This design comes from an exercise in tuning for small area on the open sky130 flow, not from production work. The RTL was checked by simulation tests, not by an equivalence proof against the original design. Power is estimated from default activity; no workload was simulated. No driver is modelled on the clock port, so clocking that relies on it looks cheaper here than on a real chip.

<file path="flow/design.v">
`default_nettype none
package cpuPkg;
	typedef logic [32-1:0] word_t;
	typedef logic [12-1:0] pcAddr_t;
	typedef logic [5-1:0] regAddr_t;
	typedef enum logic [8-1:0] {
		opNop = 8'h00,
		opAdd = 8'h01,
		opSub = 8'h02,
		opMul = 8'h03,
		opXor = 8'h04,
		opOr = 8'h05,
		opAnd = 8'h06,
		opSll = 8'h07,
		opSra = 8'h08,
		opSrl = 8'h09,
		opSle = 8'h0A,
		opAddi = 8'h10,
		opSlli = 8'h11,
		opLw = 8'h20,
		opSw = 8'h21
	} opcode_t;
	typedef enum logic [3:0] {
		aluAdd, aluSub, aluMul, aluXor, aluOr,
		aluAnd, aluSll, aluSra, aluSrl, aluSle
	} aluOp_t;
	typedef enum logic [1:0] {srcReg, srcImm, srcShamt} operandSrc_t;
endpackage
`default_nettype wire
`default_nettype none
module cpuCore (
	input wire logic clk,
	input wire logic reset,
	input wire logic icacheReady,
	input wire logic [31:0] icacheInstr,
	output logic [11:0] icacheAddress,
	output logic icacheRequest,
	input wire logic dcacheReady,
	input wire logic [31:0] dcacheReadData,
	output logic [11:0] dcacheAddress,
	output logic dcacheRead,
	output logic dcacheWrite,
	output logic [31:0] dcacheWriteData
);
	localparam logic [3:0] cNop = 4'd0, cAdd = 4'd1, cSub = 4'd2, cMul = 4'd3,
		cXor = 4'd4, cOr = 4'd5, cAnd = 4'd6, cSll = 4'd7, cSra = 4'd8,
		cSrl = 4'd9, cSle = 4'd10, cAddi = 4'd11, cSlli = 4'd12, cLw = 4'd13,
		cSw = 4'd14;
	logic [32*10-1:0] bank0;
	logic [32*11-1:0] bank1;
	logic [32*10-1:0] bank2;
	logic [4:0] h1;
	logic [3:0] hc;
	logic [9:0] pc;
	logic irValid;
	logic [3:0] cls;
	logic [4:0] rd, ra;
	logic [13:0] fld;  
	logic aOk, bOk;
	logic [31:0] a, b, r;
	logic pendValid;
	logic [4:0] pendRd;
	logic [3:0] fCls;
	always_comb begin
		case (icacheInstr[7:0])
			8'h01: fCls = cAdd;
			8'h02: fCls = cSub;
			8'h03: fCls = cMul;
			8'h04: fCls = cXor;
			8'h05: fCls = cOr;
			8'h06: fCls = cAnd;
			8'h07: fCls = cSll;
			8'h08: fCls = cSra;
			8'h09: fCls = cSrl;
			8'h0A: fCls = cSle;
			8'h10: fCls = cAddi;
			8'h11: fCls = cSlli;
			8'h20: fCls = cLw;
			8'h21: fCls = cSw;
			default: fCls = cNop;
		endcase
	end
	logic fNeedB;
	assign fNeedB = (fCls <= cSle && fCls != cNop) || fCls == cSw;
	logic we0, we1, we2, weAny;
	assign we0 = pendValid && pendRd == {hc, 1'b1};
	assign we1 = pendValid && pendRd == h1;
	assign we2 = pendValid && pendRd == {hc, 1'b0};
	assign weAny = we0 || we1 || we2;
	logic [31:0] tail0, tail1, tail2;
	assign tail0 = we0 ? r : bank0[31:0];
	assign tail1 = we1 ? r : bank1[31:0];
	assign tail2 = we2 ? r : bank2[31:0];
	always_ff @(posedge clk) begin
		bank0 <= {tail0, bank0[32*10-1:32]};
		bank1 <= {tail1, bank1[32*11-1:32]};
		bank2 <= {tail2, bank2[32*10-1:32]};
	end
	always_ff @(posedge clk) begin
		if (reset) begin
			h1 <= 5'd1;
			hc <= 4'd1;
		end else begin
			h1 <= (h1 == 5'd31) ? 5'd1 : (h1 == 5'd1) ? 5'd22 : h1 + 5'd1;
			hc <= (hc == 4'd10) ? 4'd1 : hc + 4'd1;
		end
	end
	logic [4:0] rbSel;
	assign rbSel = (cls == cSw) ? rd : fld[13:9];
	logic aHit, bHit;
	logic [31:0] tA, tB;
	logic aC, bC, a1, b1;
	assign aC = ra[4:1] == hc;
	assign bC = rbSel[4:1] == hc;
	assign a1 = ra == h1;
	assign b1 = rbSel == h1;
	assign aHit = ra == 5'd0 || aC || a1;
	assign bHit = rbSel == 5'd0 || bC || b1;
	assign tA = ({32{aC && ra[0]}} & tail0) | ({32{a1}} & tail1) | ({32{aC && !ra[0]}} & tail2);
	assign tB = ({32{bC && rbSel[0]}} & tail0) | ({32{b1}} & tail1) | ({32{bC && !rbSel[0]}} & tail2);
	logic capA, capB;
	assign capA = irValid && !aOk && aHit;
	assign capB = irValid && !bOk && bHit;
	logic ready, rFree;
	assign ready = irValid && aOk && bOk;
	assign rFree = !pendValid || weAny;
	logic isMul, isSll, isShr, isAlu;
	assign isMul = cls == cMul;
	assign isSll = cls == cSll || cls == cSlli;
	assign isShr = cls == cSra || cls == cSrl;
	assign isAlu = cls == cAdd || cls == cSub || cls == cXor || cls == cOr ||
		cls == cAnd || cls == cSle || cls == cAddi;
	logic started;  
	logic mulStep, mulDone, shStep, loadR, done, writesRd;
	assign mulStep = ready && (isMul || isSll) && (started || rFree);
	assign mulDone = mulStep && (started ? cnt[4:1] == 4'd1 : cnt[4:1] == 4'd0);
	assign shStep = ready && isShr && cnt != 5'd0;
	assign dcacheRead = ready && cls == cLw && rFree;
	assign dcacheWrite = ready && cls == cSw;
	assign loadR = (ready && isAlu && rFree) ||
		(ready && isShr && cnt == 5'd0 && rFree) ||
		(dcacheRead && dcacheReady);
	assign done = (irValid && cls == cNop) || loadR || mulDone || dcacheWrite;
	assign writesRd = cls != cSw && cls != cNop;
	logic [31:0] immExt;
	assign immExt = {{18{fld[13]}}, fld};
	logic mulR, m30, m31, eB, eNB, eI, cin, sS, sC, sSum, sSle;
	assign mulR = started;
	assign m30 = isMul ? b[30] : isSll ? !started && !cnt[0] : 1'b1;
	assign m31 = isMul ? b[31] : isSll && !started && cnt[0];
	assign eB = cls == cAdd || cls == cXor || cls == cOr || cls == cAnd;
	assign eNB = cls == cSub || cls == cSle;
	assign eI = cls == cAddi || cls == cLw || cls == cSw;
	assign cin = cls == cSub;
	assign sS = cls == cXor || cls == cOr;
	assign sC = cls == cAnd || cls == cOr;
	assign sSle = cls == cSle;
	assign sSum = !(sS || sC || sSle);
	logic [31:0] x0, x1, x2, cs, cc, cc1, sum;
	logic [32:0] k;
	assign x0 = ({32{mulR}} & {r[29:0], 2'b00}) | ({32{eNB}} & ~b);
	assign x1 = {32{m30}} & a;
	assign x2 = ({32{m31}} & {a[30:0], 1'b0}) | ({32{eB}} & b) | ({32{eI}} & immExt);
	assign cs = x0 ^ x1 ^ x2;
	assign cc = (x0 & x1) | (x0 & x2) | (x1 & x2);
	assign cc1 = {cc[30:0], cin};
	assign k[0] = 1'b0;
	genvar gi;
	generate
		for (gi = 0; gi < 32; gi++) begin : ripple
			assign sum[gi] = cs[gi] ^ cc1[gi] ^ k[gi];
			assign k[gi+1] = (cs[gi] & cc1[gi]) | (cs[gi] & k[gi]) | (cc1[gi] & k[gi]);
		end
	endgenerate
	logic gt;
	assign gt = k[32] ^ cc[31];
	logic [31:0] res;
	assign res = ({32{sSum}} & sum) | ({32{sS}} & cs) | ({32{sC}} & cc) | {31'd0, sSle & !gt};
	assign dcacheAddress = sum[11:0];
	assign dcacheWriteData = b;
	logic fetch;
	assign fetch = (!irValid || done) && icacheReady;
	assign icacheAddress = {pc, 2'b00};
	assign icacheRequest = !reset;
	always_ff @(posedge clk) begin
		if (reset) begin
			pc <= 10'd0;
			irValid <= 1'b0;
		end else begin
			if (fetch)
				pc <= pc + 10'd1;
			if (fetch)
				irValid <= 1'b1;
			else if (done)
				irValid <= 1'b0;
		end
	end
	logic [4:0] cnt;
	assign cnt = fld[13:9];
	always_ff @(posedge clk) begin
		if (fetch) begin
			cls <= fCls;
			rd <= icacheInstr[31:27];
			ra <= icacheInstr[26:22];
			fld[8:0] <= icacheInstr[16:8];
		end
	end
	always_ff @(posedge clk) begin
		if (fetch) begin
			aOk <= 1'b0;
			bOk <= !fNeedB;
		end else begin
			if (capA)
				aOk <= 1'b1;
			if (capB)
				bOk <= 1'b1;
		end
	end
	always_ff @(posedge clk) begin
		if (fetch)
			fld[13:9] <= (fCls == cSlli) ? icacheInstr[16:12] : icacheInstr[21:17];
		else if (capB && cls == cMul)
			fld[13:9] <= 5'd31;
		else if (capB && (cls == cSll || cls == cSra || cls == cSrl))
			fld[13:9] <= tB[4:0];
		else if ((mulStep && started) || shStep)
			fld[13:9] <= (cnt[4:1] == 4'd0) ? 5'd0 : cnt - 5'd2;
	end
	always_ff @(posedge clk) begin
		if (fetch)
			started <= 1'b0;
		else if (mulStep)
			started <= 1'b1;
	end
	logic fill, sR1, sR2;
	assign fill = cls == cSra && a[31];
	assign sR2 = shStep && cnt != 5'd1;
	assign sR1 = shStep && cnt == 5'd1;
	logic [31:0] aNext;
	assign aNext = ({32{capA}} & tA) |
		({32{sR2}} & {{2{fill}}, a[31:2]}) | ({32{sR1}} & {fill, a[31:1]});
	always_ff @(posedge clk) begin
		a <= aNext | ({32{!(capA || shStep)}} & a);
	end
	always_ff @(posedge clk) begin
		if (capB || mulStep)
			b <= ({32{capB}} & tB) | ({32{!capB}} & {b[29:0], 2'b00});
	end
	always_ff @(posedge clk) begin
		if (dcacheRead && dcacheReady)
			r <= dcacheReadData;
		else if (loadR || mulStep)
			r <= res;
	end
	always_ff @(posedge clk) begin
		if (reset)
			pendValid <= 1'b0;
		else if (done && writesRd && rd != 5'd0)
			pendValid <= 1'b1;
		else if (weAny)
			pendValid <= 1'b0;
	end
	always_ff @(posedge clk) begin
		if (done && writesRd)
			pendRd <= rd;
	end
endmodule
`default_nettype wire
</file>
<file path="flow/flow/run.sh">
#!/bin/bash
# The standard layout (standard.sh), with three changes:
#  - synthesis: the standard flow's own synthesis script, except that the ABC step maps for
#    area with flow/abc_area.script instead of ORFS's speed script (registers,
#    their names and the rest of the synthesis are unchanged);
#  - clock tree: no dummy loads, and clusters of up to 30 flip-flops per leaf buffer;
#  - ports buffered with buf_1 instead of the larger cell buffer_ports picks by itself.
# make's full output goes to standard.log; ORFS's per-step logs stay under orfs/logs.
set -euo pipefail
W=$PWD
# ORFS's synth.tcl, with the ABC script swapped just before ABC runs
sed 's#^\(\s*\)log_cmd abc {\*}\$abc_args#\1lset abc_args 1 '"$W"'/flow/abc_area.script\n\1log_cmd abc {*}$abc_args#' \
	"$FLOW_HOME/scripts/synth.tcl" > "$W/synth_area.tcl"
grep -q "abc_area.script" "$W/synth_area.tcl"
# The standard flow's synthesis script, sourcing that copy
sed 's#source \$::env(SCRIPTS_DIR)/synth.tcl#source '"$W"'/synth_area.tcl#' "$W/synth_recipe.tcl" > "$W/synth_recipe_area.tcl"
grep -q "synth_area.tcl" "$W/synth_recipe_area.tcl"
# standard.sh, with that synthesis script
sed 's#SYNTH_SCRIPT=[^ ]*#SYNTH_SCRIPT='"$W"'/synth_recipe_area.tcl#' "$W/standard.sh" > "$W/standard_area.sh"
grep -q "synth_recipe_area.tcl" "$W/standard_area.sh"
export CTS_ARGS="-sink_clustering_enable -repair_clock_nets -dont_use_dummy_load -sink_clustering_size 30 -sink_clustering_max_diameter 100"
export BUFFER_PORTS_ARGS="-buffer_cell sky130_fd_sc_hd__buf_1"
bash "$W/standard_area.sh" > standard.log 2>&1
</file>
<file path="flow/flow/abc_area.script">
strash
dc2
dch -f
amap
strash
dc2
dch -f
amap
strash
dc2
dch -f
amap
strash
dc2
dch -f
amap
strash
dch -f
amap
topo
stime -c
dnsize -c
</file>
<file path="flow/standard.sh">
#!/bin/bash
# synth_recipe.tcl (not shown) runs the flow's synth.tcl, then flattens the netlist and writes it again
# the make line also repeats each setting of config.mk as NAME=value (left out here)
make -C /OpenROAD-flow-scripts/flow DESIGN_CONFIG=/design/flow/config.mk WORK_HOME=/design/flow/orfs CLKGATE_MAP_FILE= SYNTH_SCRIPT=/design/flow/synth_recipe.tcl "${@:-finish}"
</file>
<file path="flow/config.mk">
export PLATFORM = sky130hd
export DESIGN_NAME = cpuCore
export DESIGN_NICKNAME = cpuCore
export VERILOG_FILES = /design/flow/design.v
export SDC_FILE = /design/flow/constraint.sdc
export NUM_CORES = 4
export LEC_CHECK = 0
export CAP_MARGIN = 20
export CORE_MARGIN = 2
export CORE_UTILIZATION = 40
export SLEW_MARGIN = 20
export SYNTH_MEMORY_MAX_BITS = 65536
</file>
<file path="flow/constraint.sdc">
create_clock -name core_clock -period 20.0 [get_ports {clk}]
set_input_delay 4.0000 -clock core_clock [delete_from_list [all_inputs] [get_ports {clk}]]
set_output_delay 4.0000 -clock core_clock [all_outputs]
set_load 0.01 [all_outputs]
</file>
==> results of run 1 <==
metrics by stage:
stage | cell area [sq um] | power (W) | cells
after floorplan | 31000 | 0.00274 | 2300
after global placement | 33100 | 0.00288 | 3491
after detailed placement | 33100 | 0.00289 | 3491
after CTS | 34200 | 0.00392 | 3537
after global routing | 34200 | 0.00406 | 3537
final | 34200 | 0.00389 | 3537
power breakdown:
group | leakage (nW) | total [W] | internal (W) | switching (W)
combinational | 2.48 | 0.000447 | 0.000164 | 0.000283
sequential | 9.34 | 0.00239 | 0.00237 | 0.0000249
clock | 0.567 | 0.00105 | 0.000415 | 0.000635
critical path: cells and delay by family, from the launching register on:
kind / cells / cell delay (ps)
fa+ha+maj: 33 / 14940
simple gates: 2 / 410
compound gates: 5 / 910
flops: 1 / 560
buf+inv: 3 / 650
cell usage in the layout, fill, tap and decap left out, drive strengths merged, types with 6 or more instances in the layout:
cell	netlist	final
ha	7	7
o32a	28	28
nand2	169	169
o22ai	112	112
o22a	6	6
nor3	20	20
o221ai	10	10
a22o	67	67
buf	2	153
a21oi	60	60
or2	12	12
clkbuf	0	46
a221oi	6	6
a31oi	13	13
a22oi	14	14
o21ai	126	126
clkinv	196	196
dfxtp	1047	1047
a222oi	36	36
nor2	140	140
fa	63	63
edfxtp	98	98
nand3	25	25
cell type report:
class	instances	area [sq um]	share of cell area (%)
clock buffers	46	1150	3.36
inverters	196	736	2.15
well taps	1040	1300	3.80
multi-input cells	957	6470	18.9
flip-flops and latches	1145	23900	69.8
repair buffers	153	683	1.99
cells by family (layout without fill, tap and decap cells):
logic type	Yosys count	count (layout)	share of synthesized area [%]
AO/OA/AOI/OAI	503	503	11.1
adder cells (fa/ha/maj)	70	70	4.35
buffers and inverters	198	395	2.42
flip-flops	1145	1145	77.1
other	1	2	0.0121
AND/OR/NAND/NOR	382	382	5.03
routing by layer:
metal  up-vias  track usage, %
li1       8289               -
met1      8675            24.8
met2       774            27.8
met3       163            3.38
met4         0            7.20
met5         -               0
path summary, 6_finish.rpt:
check / endpoint / slack [ps] / cells past startpoint
max: r[31] / 2360 / 43
min: bank0[261] / 290 / 0
max reg2reg: r[31] / 2360 / 43
min reg2reg: bank0[261] / 290 / 0
state kept, by name (all words and copies together), names as in the netlist:
register,count
hc,4
b,32
bank1,352
fld,14
rd,5
a,32
aOk,1
pendValid,1
pendRd,5
r,32
bOk,1
pc,10
irValid,1
bank0,320
h1,5
ra,5
started,1
bank2,320
cls,4
==> results.toml, run 1 <==
[status]
run_status = "finished clean"

[timing]
period_minus_slack_ps = 17640
skew_ps = 109
worst_hold_slack_ps = 288
finalCritPeriodShare_pct = 88.2
finalHoldViolations = 0
rsz0062_at_grt = "no"
maxClockFrequency_ghz = 0.0567
post-route-worst-setup-slack_ps = 2360
slew_headroom_pct = 21.9
worstMarginPinSlew_ps = 1160
final_layout_setup_total_negative_slack_ps = 0
setup_viol = 0
slew_violations = 0

[detailed_routing]
vias_per_cell = 5.06
initialDrtViolationCount = 1762
met2WireLength_microns = 31600
met3_wirelength_microns = 5430
detail_route.drc_violations = 0
vias = 17900
dr.max_layer_used = "met4"
detail-route-antenna-nets = 0
wl_met1_microns = 32300
routed_wirelength_microns = 72300
drt_first_pass_iters = 8
post_drt_wl_per_cell_microns = 20.4

[yosys]
ys_top_cells_by_area = "sky130_fd_sc_hd__dfxtp_1 (68%), sky130_fd_sc_hd__edfxtp_1 (9.5%), sky130_fd_sc_hd__fa_1 (4.1%), sky130_fd_sc_hd__clkinv_1 (2.4%), sky130_fd_sc_hd__o22ai_1 (2.3%)"
synth_top_cell_area_share_pct = 67.6
synth_enable_flop_cells = 98
synth_async_sr_flop_share_pct = 0
synth_cell_type_count = 39
synth_area_sq_um = 31000
synth_top_area_cell = "sky130_fd_sc_hd__dfxtp_1"
synthesized_flop_and_latch_total = 1145
ys.warnings.count = 1
synth.most_common_cell = "sky130_fd_sc_hd__dfxtp_1"
yosysSeqAreaShare_pct = 77.1
synth_ff_type = "sky130_fd_sc_hd__dfxtp_1"
yosys-top-cells-count = "sky130_fd_sc_hd__dfxtp_1 (1,047), sky130_fd_sc_hd__clkinv_1 (196), sky130_fd_sc_hd__nand2_1 (169)"
synthCells = 2299
average_instance_area_after_synthesis_sq_um = 13.5

[cts]
cts_tree = "done"
cts_hold_buffers = 0
tritoncts.num_buffers = 46
clk_pin_slew_ps = 110
cts_root_buf = "sky130_fd_sc_hd__clkbuf_16"
ctsLongestPathBuffers = 3
h-tree-depth = 2
postCtsResizedCells = 0
worst_skew_pair.late_latency_ps = 640
numClockSinks = 1145
post_cts.repair.setup_buffers = 0

[die]
die_x_microns = 282
die_area_sq_um = 79800
fp.dieH_microns = 282
io-pin-count = 127
floorplan.initialDensity_pct = 40.2
design.core.area_sq_um = 77100
rows = 102

[final_layout]
util_after_layout_pct = 44.4
synthToLayoutAreaGrowth_pct = 10.4
layout-drive-gt1-share_pct = 3.76
n_antenna_cell = 0
fillCellCount = 7010
finalNetCount = 2637

[setup_path]
crit_required_ps = 20410
crit_path_start = "cls[1]"
cp_slowest_stage_delay_ps = 560
start_kind = "register"
worst_setup_path_end_kind = "register"
timing.critical_path.arrival_ps = 18050
timing_worst_setup_path_type = "reg2reg"
slowest_stage = "sky130_fd_sc_hd__edfxtp_1"
most_prevalent_standard_cell_on_the_critical_path = "sky130_fd_sc_hd__fa_1"
regToRegStartpoint = "cls[1]"
cp_max_fo = 30

[place]
placement.setup.worst_slack_ps = 2400
io_buffer_count = 124
dp.final_hpwl_microns = 48600
place_congestion = 0.874

[grt]
grt_first_pass_wirelength_microns = 107000
gr-usage-all-layers_pct = 17.9
first_global_vias = 17600
grt-ovfl-total = 0
largest_net_degree_at_the_start_of_global_routing = 52
initial_antenna_violation_count = 0

[pwr]
cellPowerDensity_nw_per_um2 = 114
leakage_nw = 12.4
power.ir.vdd_worst_mv = 0.0541

[hold_path]
worst_min_path_start = "bank0[293]"
hold_class = "reg2reg"

[flow_run]
max_cap_viol_count = 0
==> run 2, diff against run 1 <==
--- a/flow/config.mk
+++ b/flow/config.mk
@@ -8,5 +8,6 @@
 export CAP_MARGIN = 20
 export CORE_MARGIN = 2
 export CORE_UTILIZATION = 40
+export GPL_TIMING_DRIVEN = 0
 export SLEW_MARGIN = 20
 export SYNTH_MEMORY_MAX_BITS = 65536
==> run 2 against run 1 <==
  * Still clean
  * Die area unchanged
  * Sequential power hardly changed
  * Combinational power rose by 0.9%
  * Flip-flop and latch count did not move
  * Final area grew 1.7%
  * First-iteration DRC count down 3.2%
  * Final cell count grew 0.25%
==> results.toml, run 2 <==
[timing]
finalHoldViolations = 0
worst_hold_slack_ps = 260
finalCritPeriodShare_pct = 90.5
setup_viol = 0
maxClockFrequency_ghz = 0.0552
slew_headroom_pct = 37.6
period_minus_slack_ps = 18110
worstMarginPinSlew_ps = 930
rsz0062_at_grt = "no"
slew_violations = 0
skew_ps = 71.1

[place]
dp.final_hpwl_microns = 49800
io_buffer_count = 124
place_congestion = 0.873
place.detailed.instances = 3497

[yosys]
synth_ff_type = "sky130_fd_sc_hd__dfxtp_1"
synth_async_sr_flop_share_pct = 0
synth_cell_type_count = 39
yosysSeqAreaShare_pct = 77.1
synth_area_sq_um = 31000
dominant_combinational_cell_family_by_area_after_synthesis = "compound AO/OA/AOI/OAI gates"
synth.most_common_cell = "sky130_fd_sc_hd__dfxtp_1"
synth-xor-area-share_pct = 0
yosys-top-cells-count = "sky130_fd_sc_hd__dfxtp_1 (1,047), sky130_fd_sc_hd__clkinv_1 (196), sky130_fd_sc_hd__nand2_1 (169)"
multiplexer_area_fraction_after_synthesis_pct = 0
synth_top_cell_area_share_pct = 67.6
average_instance_area_after_synthesis_sq_um = 13.5
synth_enable_flop_cells = 98
synthSimpleGateAreaFrac_pct = 5.03
synth_compound_gate_area_share_pct = 11.1
synth_top_area_cell = "sky130_fd_sc_hd__dfxtp_1"
ys.warnings.count = 1
synth_fa_ha_area_share_pct = 4.35
synthesized_flop_and_latch_total = 1145
synthCells = 2299
ys_top_cells_by_area = "sky130_fd_sc_hd__dfxtp_1 (68%), sky130_fd_sc_hd__edfxtp_1 (9.5%), sky130_fd_sc_hd__fa_1 (4.1%), sky130_fd_sc_hd__clkinv_1 (2.4%), sky130_fd_sc_hd__o22ai_1 (2.3%)"

[pwr]
power.share.sequential_pct = 61.4
power.ir.vdd_worst_mv = 0.0504
leakage_nw = 12.6
totalPowerFinal_w = 0.00390
cell_internal_pwr_w = 0.00296
combinationalPowerShare_pct = 11.6
clockPowerShare_pct = 27.0
power.switching_w = 0.000941
p_sw_share_pct = 24.1
cellPowerDensity_nw_per_um2 = 112

[cts]
cts_root_buf = "sky130_fd_sc_hd__clkbuf_16"
post_cts.repair.setup_buffers = 0
tritoncts.num_buffers = 46
cts_hold_buffers = 0
numClockSinks = 1145
worst_skew_pair.late_latency_ps = 600
postCtsResizedCells = 0
clk_pin_slew_ps = 110
h-tree-depth = 2
ctsLongestPathBuffers = 3
cts_tree = "done"

[setup_path]
timing_worst_setup_path_type = "reg2reg"
worst-r2r-cell-count = 41
most_prevalent_standard_cell_on_the_critical_path = "sky130_fd_sc_hd__fa_1"
start_kind = "register"
regToRegSetupSlack_ps = 1890
worst_setup_path_end_kind = "register"
timing.critical_path.arrival_ps = 18470
regToRegStartpoint = "cls[3]"
cp_max_fo = 13
slowest_stage = "sky130_fd_sc_hd__fa_1"
cp_slowest_stage_delay_ps = 570
crit_required_ps = 20370
regToRegEndpoint = "r[31]"

[detailed_routing]
routed_wirelength_microns = 72300
detail-route-antenna-nets = 0
post_drt_wl_per_cell_microns = 20.4
drt_first_pass_iters = 8
initialDrtViolationCount = 1705
vias_per_cell = 5.12
vias = 18200
detail_route.drc_violations = 0

[grt]
initial_antenna_violation_count = 1
largest_net_degree_at_the_start_of_global_routing = 33
first_global_vias = 17600
grt-ovfl-total = 0
gr-usage-all-layers_pct = 18.0
grt_first_pass_wirelength_microns = 108000

[final_layout]
multi_input_area_sq_um = 6550
largest_reg_flops = 352
layout_commonest_cell = "sky130_fd_sc_hd__dfxtp_1"
n_antenna_cell = 0
finalNonFillerCells = 3546
most-common-layout-cells = "sky130_fd_sc_hd__dfxtp_1 (1,046), sky130_fd_sc_hd__clkinv_1 (192), sky130_fd_sc_hd__nand2_1 (166)"
area.sequential_sq_um = 23900
layout-drive-gt1-share_pct = 4.55
registers.top_by_ff_count = "bank1"
synthToLayoutAreaGrowth_pct = 12.3
fillCellCount = 6886
biggestRegsByFlops = "bank1 (352), bank0 (320), bank2 (320)"
finalNetCount = 2646

[hold_path]
hold_class = "reg2reg"
hold_depth = 0
worst_min_path_start = "bank1[213]"
worst_hold_path.endpoint = "bank1[181]"

[die]
rows = 102
fp.dieH_microns = 282
io-pin-count = 127
die_x_microns = 282
design.core.area_sq_um = 77100
floorplan.initialDensity_pct = 40.2
die_area_sq_um = 79800

[status]
run_status = "finished clean"

[flow_run]
max_cap_viol_count = 0
[run 2: cell counts after synthesis]
No cell type changed its count.
[run 2: worst max-delay path, delay by kind of cell, from the launching register on]
kind / cells / cell delay (ps)
AO/OA/AOI/OAI: 3 / 760
adder cells (fa/ha/maj): 33 / 15170
buffers and inverters: 2 / 610
flip-flops: 1 / 550
AND/OR/NAND/NOR: 3 / 770
[run 2: layout make-up]
| cell class | instances | area share, % |
|---|---|---|
| buffer | 2 | 0.0431 |
| clock buffer | 46 | 3.30 |
| inverter | 196 | 2.13 |
| multi-input combinational | 957 | 18.8 |
| sequential | 1145 | 68.6 |
| tap | 1040 | 3.73 |
| timing repair buffer | 160 | 3.40 |
[run 2: power groups by stage]
stage	clock, W	combinational (W)	sequential [W]
6_report	0.00105	0.000451	0.00239
2_1_floorplan	0	0.000302	0.00244
3_5_place_dp	0	0.000445	0.00245
3_3_place_gp	0	0.000413	0.00245
5_1_grt	0.00116	0.000497	0.00240
4_1_cts	0.00108	0.000446	0.00239
[run 2: per-stage QoR]
stage	setup TNS, ps	area (sq um)	utilization (%)	setup WS, ps
after floorplan	0	31000	-	2240
after global placement	-1380	32800	42.5	-654
after detailed placement	0	33700	43.7	2000
after CTS	0	34800	45.2	1940
after global routing	0	34800	45.2	1390
final	0	34800	45.2	1890
[run 2: cells by family (layout without fill, tap and decap cells)]
| group | count (synthesis) | count (layout) |
|---|---|---|
| AND/OR/NAND/NOR | 382 | 382 |
| adder cells (fa/ha/maj) | 70 | 70 |
| other | 1 | 2 |
| flip-flops | 1145 | 1145 |
| buffers and inverters | 198 | 404 |
| AO/OA/AOI/OAI | 503 | 503 |
[run 2: worst max path at each step]
stage | startpoint | end | slack [ps] | cells after the start
6_report | cls[3] | r[31] | 1890 | 41
5_1_grt | cls[3] | r[31] | 1390 | 41
4_1_cts | cls[3] | r[31] | 1940 | 41
3_5_place_dp | cls[3] | r[31] | 2000 | 41
3_3_place_gp | cls[3] | r[31] | -650 | 42
2_1_floorplan | cls[1] | r[31] | 2240 | 41
[run 2: layer usage]
| metal | routed length [microns] | global-route usage (%) |
|---|---|---|
| met1 | 32000 | 24.9 |
| met2 | 32100 | 28.0 |
| met3 | 5370 | 3.25 |
| met4 | 2800 | 7.12 |
| met5 | 10 | 0 |
==> run 3, diff against run 2 <==
==> flow/flow/abc_area.script (replaced) <==
strash
dc2
dch -f
amap
strash
dc2
dch -f
amap
strash
dc2
dch -f
amap
topo
stime -c
dnsize -c
--- a/flow/config.mk
+++ b/flow/config.mk
@@ -8,6 +8,5 @@
 export CAP_MARGIN = 20
 export CORE_MARGIN = 2
 export CORE_UTILIZATION = 40
-export GPL_TIMING_DRIVEN = 0
 export SLEW_MARGIN = 20
 export SYNTH_MEMORY_MAX_BITS = 65536
==> run 3 against run 2 <==
  * Register-to-register slack gained 70 ps
  * Sequential power about the same
  * Flip-flop and latch count unchanged
  * Wire length up 2.7%
  * Core utilization decreased by 0.77 points
  * Area after synthesis is 0.29% higher
  * Die area is 0.29% higher
  * Fmax grew 0.37%
  * Worst setup slack improved by 66 ps
  * Combinational power fell by about 10%
  * Final cell count rose by 1.8%
  * Final area is 1.5% lower
==> results.toml, run 3 <==
[status]
run_status = "finished clean"

[cts]
tritoncts.num_buffers = 46
post_cts.repair.setup_buffers = 0
clk_pin_slew_ps = 110
cts_hold_buffers = 0
postCtsResizedCells = 0
numClockSinks = 1145
cts_tree = "done"
worst_skew_pair.late_latency_ps = 620
h-tree-depth = 2
cts_root_buf = "sky130_fd_sc_hd__clkbuf_16"
ctsLongestPathBuffers = 3

[setup_path]
start_kind = "register"
worst-r2r-cell-count = 44
timing_worst_setup_path_type = "reg2reg"
timing.critical_path.arrival_ps = 18320
slowest_stage = "sky130_fd_sc_hd__edfxtp_1"
most_prevalent_standard_cell_on_the_critical_path = "sky130_fd_sc_hd__fa_1"
crit_required_ps = 20280
regToRegSetupSlack_ps = 1960
cp_slowest_stage_delay_ps = 560
regToRegStartpoint = "cls[3]"
path_buf_inv = 2
regToRegEndpoint = "r[0]"
cp_top_family = "adder cells"
cp_max_fo = 13
worst_setup_path_end_kind = "register"

[detailed_routing]
routed_wirelength_microns = 74200
vias_per_cell = 5.05
drt_first_pass_iters = 8
detail_route.drc_violations = 0
met3_wirelength_microns = 6420
initialDrtViolationCount = 1721
detail-route-antenna-nets = 0
post_drt_wl_per_cell_microns = 20.6
vias = 18200
wl_met1_microns = 34500
dr.max_layer_used = "met5"
met2WireLength_microns = 31400

[die]
rows = 102
die_x_microns = 283
fp.dieH_microns = 283
io-pin-count = 127
design.core.area_sq_um = 77200
floorplan.initialDensity_pct = 40.3
die_area_sq_um = 80000

[final_layout]
finalNetCount = 2711
layout_commonest_cell = "sky130_fd_sc_hd__dfxtp_1"
finalNonFillerCells = 3611
synthToLayoutAreaGrowth_pct = 10.3
n_antenna_cell = 0
largest_reg_flops = 352
registers.top_by_ff_count = "bank1"
util_after_layout_pct = 44.4
most-common-layout-cells = "sky130_fd_sc_hd__dfxtp_1 (1,047), sky130_fd_sc_hd__clkinv_1 (232), sky130_fd_sc_hd__nand2_1 (189)"
biggestRegsByFlops = "bank1 (352), bank0 (320), bank2 (320)"
layout-drive-gt1-share_pct = 3.46

[timing]
worst_hold_slack_ps = 288
finalCritPeriodShare_pct = 90.2
setup_viol = 0
skew_ps = 60.0
post-route-worst-setup-slack_ps = 1960
finalHoldViolations = 0
slew_headroom_pct = 27.4
maxClockFrequency_ghz = 0.0554
rsz0062_at_grt = "no"
worstMarginPinSlew_ps = 1090
period_minus_slack_ps = 18040
slew_violations = 0
final_layout_setup_total_negative_slack_ps = 0

[yosys]
average_instance_area_after_synthesis_sq_um = 13.1
synth_async_sr_flop_share_pct = 0
synth_top_area_cell = "sky130_fd_sc_hd__dfxtp_1"
synthCells = 2377
ys_top_cells_by_area = "sky130_fd_sc_hd__dfxtp_1 (67%), sky130_fd_sc_hd__edfxtp_1 (9.5%), sky130_fd_sc_hd__fa_1 (4.1%), sky130_fd_sc_hd__o22ai_1 (3.1%), sky130_fd_sc_hd__clkinv_1 (2.8%)"
synth_enable_flop_cells = 98
synth_ff_type = "sky130_fd_sc_hd__dfxtp_1"
yosysSeqAreaShare_pct = 76.8
synth_cell_type_count = 42
synth_top_cell_area_share_pct = 67.4
synth_area_sq_um = 31100
yosys-top-cells-count = "sky130_fd_sc_hd__dfxtp_1 (1,047), sky130_fd_sc_hd__clkinv_1 (233), sky130_fd_sc_hd__nand2_1 (189)"
synthesized_flop_and_latch_total = 1145
synth.most_common_cell = "sky130_fd_sc_hd__dfxtp_1"
ys.warnings.count = 1

[grt]
grt-ovfl-total = 0
initial_antenna_violation_count = 2
largest_net_degree_at_the_start_of_global_routing = 60
grt_first_pass_wirelength_microns = 111000
gr-usage-all-layers_pct = 18.7
first_global_vias = 17900

[hold_path]
hold_class = "reg2reg"
hold_depth = 0
worst_min_path_start = "bank0[191]"
worst_hold_path.endpoint = "bank0[159]"

[pwr]
leakage_nw = 12.2
cellPowerDensity_nw_per_um2 = 112
power.ir.vdd_worst_mv = 0.0623

[place]
place.detailed.instances = 3565
dp.final_hpwl_microns = 48900
io_buffer_count = 124
placement.setup.worst_slack_ps = 1980
place_congestion = 0.881

[flow_run]
max_cap_viol_count = 0
-- run 3: changes by cell type after synthesis, sizes merged, moves of 16 or more --
| cell | previous run | this run |
|---|---|---|
| a21oi | 60 | 76 |
| nand2 | 169 | 189 |
| o22a | 6 | 23 |
| a22o | 67 | 10 |
| nor2 | 140 | 160 |
| a31oi | 13 | 34 |
| o22ai | 112 | 155 |
| clkinv | 196 | 233 |
| a222oi | 36 | 14 |
| nand3 | 25 | 5 |
-- run 3: layout make-up --
| type | count | area (sq um) |
|---|---|---|
| Timing Repair Buffer | 149 | 653 |
| Fill cell | 7028 | 42900 |
| Clock buffer | 46 | 1150 |
| Multi-Input combinational cell | 998 | 6420 |
| Sequential cell | 1145 | 23900 |
| Tap cell | 1040 | 1300 |
| Inverter | 233 | 875 |
-- run 3: kinds of logic after synthesis --
| family | Yosys count | share of synthesized area (%) |
|---|---|---|
| fa+ha+maj | 70 | 4.34 |
| other cells | 1 | 0.0121 |
| buf+inv | 235 | 2.86 |
| simple gates | 405 | 5.24 |
| compound gates | 521 | 10.7 |
| flops | 1145 | 76.8 |
-- run 3: worst max path at each step --
stage / endpoint / start / cells after the start
finish: r[0] / cls[3] / 44
global route: r[0] / cls[3] / 44
CTS: r[0] / cls[3] / 44
detailed placement: r[0] / cls[3] / 44
global placement: r[0] / cls[3] / 44
floorplan: r[0] / cls[1] / 44
-- run 3: routing by layer --
metal  vias up  GRT usage (%)
met5         -              0
met4         2           5.37
met3       116           4.04
met2       776           27.7
met1      8890           27.4
li1       8441              -
-- run 3: per-stage QoR --
step,instance area (sq um),total power (W)
after detailed placement,33200,0.00285
after global placement,33200,0.00284
after global routing,34300,0.00402
final,34300,0.00385
after floorplan,31100,0.00271
after CTS,34300,0.00388
-- run 3: where the power goes --
group          leakage, nW  internal [W]  switching [W]
registers             9.34       0.00237      0.0000260
clock network        0.567      0.000415       0.000636
logic                 2.35      0.000142       0.000264
-- run 3: worst reg2reg max path: cells and delay by family, from the launching register on --
kind / cells / cell delay (ps)
adders and majority gates: 33 / 14780
buffers and inverters: 2 / 580
AOI/OAI and AO/OA: 5 / 1130
DFF: 1 / 560
and+or+nand+nor: 4 / 720
==> run 4, diff against run 3 <==
==> flow/flow/abc_area.script (replaced) <==
strash
dc2
dch -f
amap
strash
dc2
dch -f
amap
strash
dc2
dch -f
amap
strash
dc2
dch -f
amap
strash
dch -f
amap
topo
stime -c
dnsize -c
--- a/flow/config.mk
+++ b/flow/config.mk
@@ -7,6 +7,6 @@
 export LEC_CHECK = 0
 export CAP_MARGIN = 20
 export CORE_MARGIN = 2
-export CORE_UTILIZATION = 40
+export CORE_UTILIZATION = 55
 export SLEW_MARGIN = 20
 export SYNTH_MEMORY_MAX_BITS = 65536
==> run 4 against run 3 <==
  * Still clean
  * Clock skew is 9.5 ps higher
  * Largest power group unchanged
  * Area after synthesis is 0.29% lower
  * Non-clock buffer count is 4 higher
  * Worst setup slack better by 340 ps
  * Highest routed layer unchanged
  * Via count is 1.9% lower
  * Final area is 1.3% lower
  * Register-to-register slack better by 340 ps
  * Sequential power hardly changed
  * Fmax is 1.9% higher
  * Global-route usage is 5.6 points higher
==> results.toml, run 4 <==
[status]
run_status = "finished clean"

[yosys]
ys_top_cells_by_area = "sky130_fd_sc_hd__dfxtp_1 (68%), sky130_fd_sc_hd__edfxtp_1 (9.5%), sky130_fd_sc_hd__fa_1 (4.1%), sky130_fd_sc_hd__clkinv_1 (2.4%), sky130_fd_sc_hd__o22ai_1 (2.3%)"
synth_cell_type_count = 39
synth_compound_gate_area_share_pct = 11.1
synth_ff_type = "sky130_fd_sc_hd__dfxtp_1"
synthSimpleGateAreaFrac_pct = 5.03
synthCells = 2299
synth_area_sq_um = 31000
dominant_combinational_cell_family_by_area_after_synthesis = "compound AO/OA/AOI/OAI gates"
synth_top_cell_area_share_pct = 67.6
synth_top_area_cell = "sky130_fd_sc_hd__dfxtp_1"
synth.most_common_cell = "sky130_fd_sc_hd__dfxtp_1"
multiplexer_area_fraction_after_synthesis_pct = 0
yosysSeqAreaShare_pct = 77.1
average_instance_area_after_synthesis_sq_um = 13.5
ys.warnings.count = 1
synth_async_sr_flop_share_pct = 0
synth-xor-area-share_pct = 0
synthesized_flop_and_latch_total = 1145
yosys-top-cells-count = "sky130_fd_sc_hd__dfxtp_1 (1,047), sky130_fd_sc_hd__clkinv_1 (196), sky130_fd_sc_hd__nand2_1 (169)"
synth_fa_ha_area_share_pct = 4.35
synth_enable_flop_cells = 98

[cts]
h-tree-depth = 2
cts_root_buf = "sky130_fd_sc_hd__clkbuf_16"
numClockSinks = 1145
postCtsResizedCells = 0
ctsLongestPathBuffers = 3
tritoncts.num_buffers = 45
post_cts.repair.setup_buffers = 0
cts_tree = "done"
worst_skew_pair.late_latency_ps = 630
cts_hold_buffers = 0
clk_pin_slew_ps = 110

[die]
floorplan.initialDensity_pct = 55.3
die_x_microns = 241
io-pin-count = 127
rows = 87
design.core.area_sq_um = 56100
fp.dieH_microns = 241
die_area_sq_um = 58300

[detailed_routing]
detail-route-antenna-nets = 0
routed_wirelength_microns = 70600
vias_per_cell = 5.50
post_drt_wl_per_cell_microns = 21.7
vias = 17900
detail_route.drc_violations = 0
initialDrtViolationCount = 1620
drt_first_pass_iters = 8

[timing]
final_layout_setup_total_negative_slack_ps = 0
slew_violations = 0
worstMarginPinSlew_ps = 1100
finalHoldViolations = 0
maxClockFrequency_ghz = 0.0565
setup_viol = 0
slew_headroom_pct = 26.6
rsz0062_at_grt = "no"
period_minus_slack_ps = 17700
skew_ps = 69.6
finalCritPeriodShare_pct = 88.5

[place]
dp.final_hpwl_microns = 47700
placed_area_sq_um = 32700
place_congestion = 0.906
io_buffer_count = 124

[grt]
largest_net_degree_at_the_start_of_global_routing = 52
grt_first_pass_wirelength_microns = 104000
first_global_vias = 16900
initial_antenna_violation_count = 3
grt-ovfl-total = 0
gr-usage-all-layers_pct = 24.2

[final_layout]
layout-drive-gt1-share_pct = 3.65
biggestRegsByFlops = "bank1 (352), bank0 (320), bank2 (320)"
most-common-layout-cells = "sky130_fd_sc_hd__dfxtp_1 (1,047), sky130_fd_sc_hd__clkinv_1 (196), sky130_fd_sc_hd__nand2_1 (168)"
registers.top_by_ff_count = "bank1"
synthToLayoutAreaGrowth_pct = 9.17
final_area_sq_um = 33900
layout_commonest_cell = "sky130_fd_sc_hd__dfxtp_1"
largest_reg_flops = 352
n_antenna_cell = 0
finalNetCount = 2636

[setup_path]
cp_slowest_stage_delay_ps = 560
cp_max_fo = 13
timing.critical_path.arrival_ps = 18080
most_prevalent_standard_cell_on_the_critical_path = "sky130_fd_sc_hd__fa_1"
slowest_stage = "sky130_fd_sc_hd__fa_1"
start_kind = "register"
worst_setup_path_end_kind = "register"
crit_required_ps = 20380
timing_worst_setup_path_type = "reg2reg"

[pwr]
leakage_nw = 12.4
power.ir.vdd_worst_mv = 0.0909
cellPowerDensity_nw_per_um2 = 114

[flow_run]
max_cap_viol_count = 0

[hold_path]
hold_class = "reg2reg"
-- run 4: cell type report --
class	count	area [sq um]
sequential	1145	23900
fill	4516	22200
multi-input combinational	957	6470
clock buffer	45	1130
tap	756	946
inverter	196	736
timing repair buffer	153	683
-- run 4: layer usage --
metal	wire length, microns	track usage [%]
met5	13	0
met4	2540	8.66
met3	5200	4.16
met2	31400	37.9
met1	31500	34.2
-- run 4: cell families (layout without fill, tap and decap cells) --
| kind of cell | count (synthesis) | in the layout |
|---|---|---|
| compound gates | 503 | 503 |
| fa+ha+maj | 70 | 70 |
| buf+inv | 198 | 394 |
| other cells | 1 | 2 |
| simple gates | 382 | 382 |
| flops | 1145 | 1145 |
-- run 4: path summary, 6_finish.rpt --
kind              startpoint         end  slack [ps]  depth (start not counted)
setup / recovery      cls[3]       r[31]        2300                         41
setup reg to reg      cls[3]       r[31]        2300                         41
hold reg to reg   bank2[279]  bank2[247]         320                          0
hold / removal    bank2[279]  bank2[247]         320                          0
-- run 4: power by group --
part           internal, W  switching [W]
clock network     0.000406       0.000626
logic             0.000163       0.000280
registers          0.00237      0.0000249
total              0.00294       0.000931
-- run 4: per-stage QoR --
step	utilization, %	setup slack (ps)	power [W]	instances	hold WS, ps
floorplan	-	2240	0.00274	2300	310
CTS	60.4	2220	0.00390	3252	320
global route	60.4	1610	0.00403	3252	314
finish	60.4	2300	0.00387	3252	316
detailed placement	58.4	2260	0.00289	3207	312
global placement	58.4	2300	0.00288	3207	309
-- run 4: worst max-delay path, delay by kind of cell (launching register included) --
family                   cells  cell delay [ps]
AO/OA/AOI/OAI                3              790
adder cells (fa/ha/maj)     33            14900
buffers and inverters        2              600
flip-flops                   1              530
AND/OR/NAND/NOR              3              620
==> run 5, diff against run 4 <==
--- a/flow/design.v
+++ b/flow/design.v
@@ -57,6 +57,8 @@
 	logic [4:0] rd, ra;
 	logic [13:0] fld;  
 	logic aOk, bOk;
+	logic [4:0] cnt;
+	assign cnt = fld[13:9];
 	logic [31:0] a, b, r;
 	logic pendValid;
 	logic [4:0] pendRd;
@@ -195,8 +197,6 @@
 				irValid <= 1'b0;
 		end
 	end
-	logic [4:0] cnt;
-	assign cnt = fld[13:9];
 	always_ff @(posedge clk) begin
 		if (fetch) begin
 			cls <= fCls;
==> run 5 against run 4 <==
  * Highest routed layer unchanged
  * Critical endpoint unchanged
  * Non-clock buffer count is the same
  * First-iteration DRC count is the same
  * Core utilization is the same
  * Largest power group unchanged
  * Critical path type unchanged
  * Final cell count is the same
  * Still clean on timing, DRC and antenna
  * Largest cell class unchanged
==> results.toml, run 5 <==
[status]
run_status = "finished clean"

[cts]
cts_root_buf = "sky130_fd_sc_hd__clkbuf_16"
clk_pin_slew_ps = 110
numClockSinks = 1145
h-tree-depth = 2
worst_skew_pair.late_latency_ps = 630
cts_tree = "done"
tritoncts.num_buffers = 45
post_cts.repair.setup_buffers = 0
cts_hold_buffers = 0
ctsLongestPathBuffers = 3
postCtsResizedCells = 0

[timing]
setup_viol = 0
final_layout_setup_total_negative_slack_ps = 0
finalCritPeriodShare_pct = 88.5
slew_violations = 0
slew_headroom_pct = 26.6
worstMarginPinSlew_ps = 1100
rsz0062_at_grt = "no"
skew_ps = 69.6
period_minus_slack_ps = 17700
finalHoldViolations = 0
maxClockFrequency_ghz = 0.0565

[setup_path]
cp_max_fo = 13
start_kind = "register"
cp_slowest_stage_delay_ps = 560
path_buf_inv = 2
cp_top_family = "adder cells"
most_prevalent_standard_cell_on_the_critical_path = "sky130_fd_sc_hd__fa_1"
crit_required_ps = 20380
worst_setup_path_end_kind = "register"
timing.critical_path.arrival_ps = 18080
timing_worst_setup_path_type = "reg2reg"
slowest_stage = "sky130_fd_sc_hd__fa_1"

[detailed_routing]
detail_route.drc_violations = 0
vias_per_cell = 5.50
post_drt_wl_per_cell_microns = 21.7
vias = 17900
initialDrtViolationCount = 1620
routed_wirelength_microns = 70600
detail-route-antenna-nets = 0
drt_first_pass_iters = 8

[yosys]
synth_cell_type_count = 39
synth_top_area_cell = "sky130_fd_sc_hd__dfxtp_1"
yosysSeqAreaShare_pct = 77.1
synth_enable_flop_cells = 98
synthesized_flop_and_latch_total = 1145
ys_top_cells_by_area = "sky130_fd_sc_hd__dfxtp_1 (68%), sky130_fd_sc_hd__edfxtp_1 (9.5%), sky130_fd_sc_hd__fa_1 (4.1%), sky130_fd_sc_hd__clkinv_1 (2.4%), sky130_fd_sc_hd__o22ai_1 (2.3%)"
synth_async_sr_flop_share_pct = 0
average_instance_area_after_synthesis_sq_um = 13.5
synth_area_sq_um = 31000
synth_top_cell_area_share_pct = 67.6
yosys-top-cells-count = "sky130_fd_sc_hd__dfxtp_1 (1,047), sky130_fd_sc_hd__clkinv_1 (196), sky130_fd_sc_hd__nand2_1 (169)"
synthCells = 2299
synth_ff_type = "sky130_fd_sc_hd__dfxtp_1"
ys.warnings.count = 1
synth.most_common_cell = "sky130_fd_sc_hd__dfxtp_1"

[pwr]
leakage_nw = 12.4
cellPowerDensity_nw_per_um2 = 114
power.ir.vdd_worst_mv = 0.0909
totalPowerFinal_w = 0.00387

[final_layout]
layout-drive-gt1-share_pct = 3.65
synthToLayoutAreaGrowth_pct = 9.17
largest_reg_flops = 352
biggestRegsByFlops = "bank1 (352), bank0 (320), bank2 (320)"
n_antenna_cell = 0
fillCellCount = 4516
layout_commonest_cell = "sky130_fd_sc_hd__dfxtp_1"
most-common-layout-cells = "sky130_fd_sc_hd__dfxtp_1 (1,047), sky130_fd_sc_hd__clkinv_1 (196), sky130_fd_sc_hd__nand2_1 (168)"
final_area_sq_um = 33900
registers.top_by_ff_count = "bank1"
finalNetCount = 2636

[grt]
initial_antenna_violation_count = 3
grt-ovfl-total = 0
largest_net_degree_at_the_start_of_global_routing = 52
grt_first_pass_wirelength_microns = 104000
first_global_vias = 16900
gr-usage-all-layers_pct = 24.2

[place]
placed_area_sq_um = 32700
dp.final_hpwl_microns = 47700
io_buffer_count = 124
place_congestion = 0.906

[die]
die_area_sq_um = 58300
design.core.area_sq_um = 56100
floorplan.initialDensity_pct = 55.3
io-pin-count = 127
die_x_microns = 241
fp.dieH_microns = 241
rows = 87

[flow_run]
max_cap_viol_count = 0

[hold_path]
hold_class = "reg2reg"
run 5: cell counts after synthesis:
Identical to the previous run, type by type.
run 5: stage by stage:
step	std cells	utilization (%)	hold slack, ps	setup WS (ps)
floorplan	2300	-	310	2240
global placement	3207	58.4	309	2300
detailed placement	3207	58.4	312	2260
CTS	3252	60.4	320	2220
global route	3252	60.4	314	1610
finish	3252	60.4	316	2300
run 5: cell families (layout without fill, tap and decap cells):
kind of cell | count (synthesis) | count (layout) | share of synthesized area (%)
adders and majority gates | 70 | 70 | 4.35
other | 1 | 2 | 0.0121
AOI/OAI and AO/OA | 503 | 503 | 11.1
DFF | 1145 | 1145 | 77.1
and+or+nand+nor | 382 | 382 | 5.03
buffers and inverters | 198 | 394 | 2.42
run 5: path summary, 6_finish.rpt:
path	startpoint	end	slack (ps)	depth (start not counted)
worst max-delay path	cls[3]	r[31]	2300	41
worst min-delay path	bank2[279]	bank2[247]	320	0
worst max register to register	cls[3]	r[31]	2300	41
worst min register to register	bank2[279]	bank2[247]	320	0
run 5: cell type report:
type / count / area (sq um) / area share [%]
Tap cell: 756 / 946 / 2.79
Multi-Input combinational cell: 957 / 6470 / 19.1
Sequential cell: 1145 / 23900 / 70.6
Clock buffer: 45 / 1130 / 3.33
Timing Repair Buffer: 153 / 683 / 2.02
Inverter: 196 / 736 / 2.17
run 5: routing by layer:
layer	up-vias	global-route usage, %	wire (microns)
met2	746	37.9	31400
li1	8293	-	-
met5	-	0	13
met4	2	8.66	2540
met3	144	4.16	5200
met1	8690	34.2	31500
run 5: where the power goes:
part           switching (W)  internal [W]  total (W)  leakage (nW)
Combinational       0.000280      0.000163   0.000444          2.49
Clock               0.000626      0.000406    0.00103         0.555
Sequential         0.0000249       0.00237    0.00239          9.34
Total               0.000931       0.00294    0.00387          12.4

static timing again, ports no longer ideal:
The flow's constraints put no driver on any port. The routed layouts listed below were extracted and timed again, unchanged, in two steps. Step 1, drivers: a clkbuf_16 drives clk and a buf_2 each remaining input, both assumed. Step 2 adds t to the input delays and takes it off the output delays; t is the mean of the earliest and latest rising clock arrival at the registers after step 1. Input paths then give back, and output paths get back, about the clock's delay inside the block. a / b / c = no drivers / after step 1 / after step 2; a / b = the first two.
| run | t (ns) | slack for setup (ns) | worst slew at a driven data input, ns |
|---|---|---|---|
| run 1 | 0.650 | 2.362 / 2.362 / 2.362 | 0.05 |
| run 2 | 0.647 | 1.893 / 1.893 / 1.893 | 0.11 |
| run 3 | 0.657 | 1.960 / 1.960 / 1.960 | 0.12 |
| run 4 | 0.653 | 2.304 / 2.304 / 2.304 | 0.09 |
| run 5 | 0.653 | 2.304 / 2.304 / 2.304 | 0.09 |
After both steps every run listed still meets setup and hold.
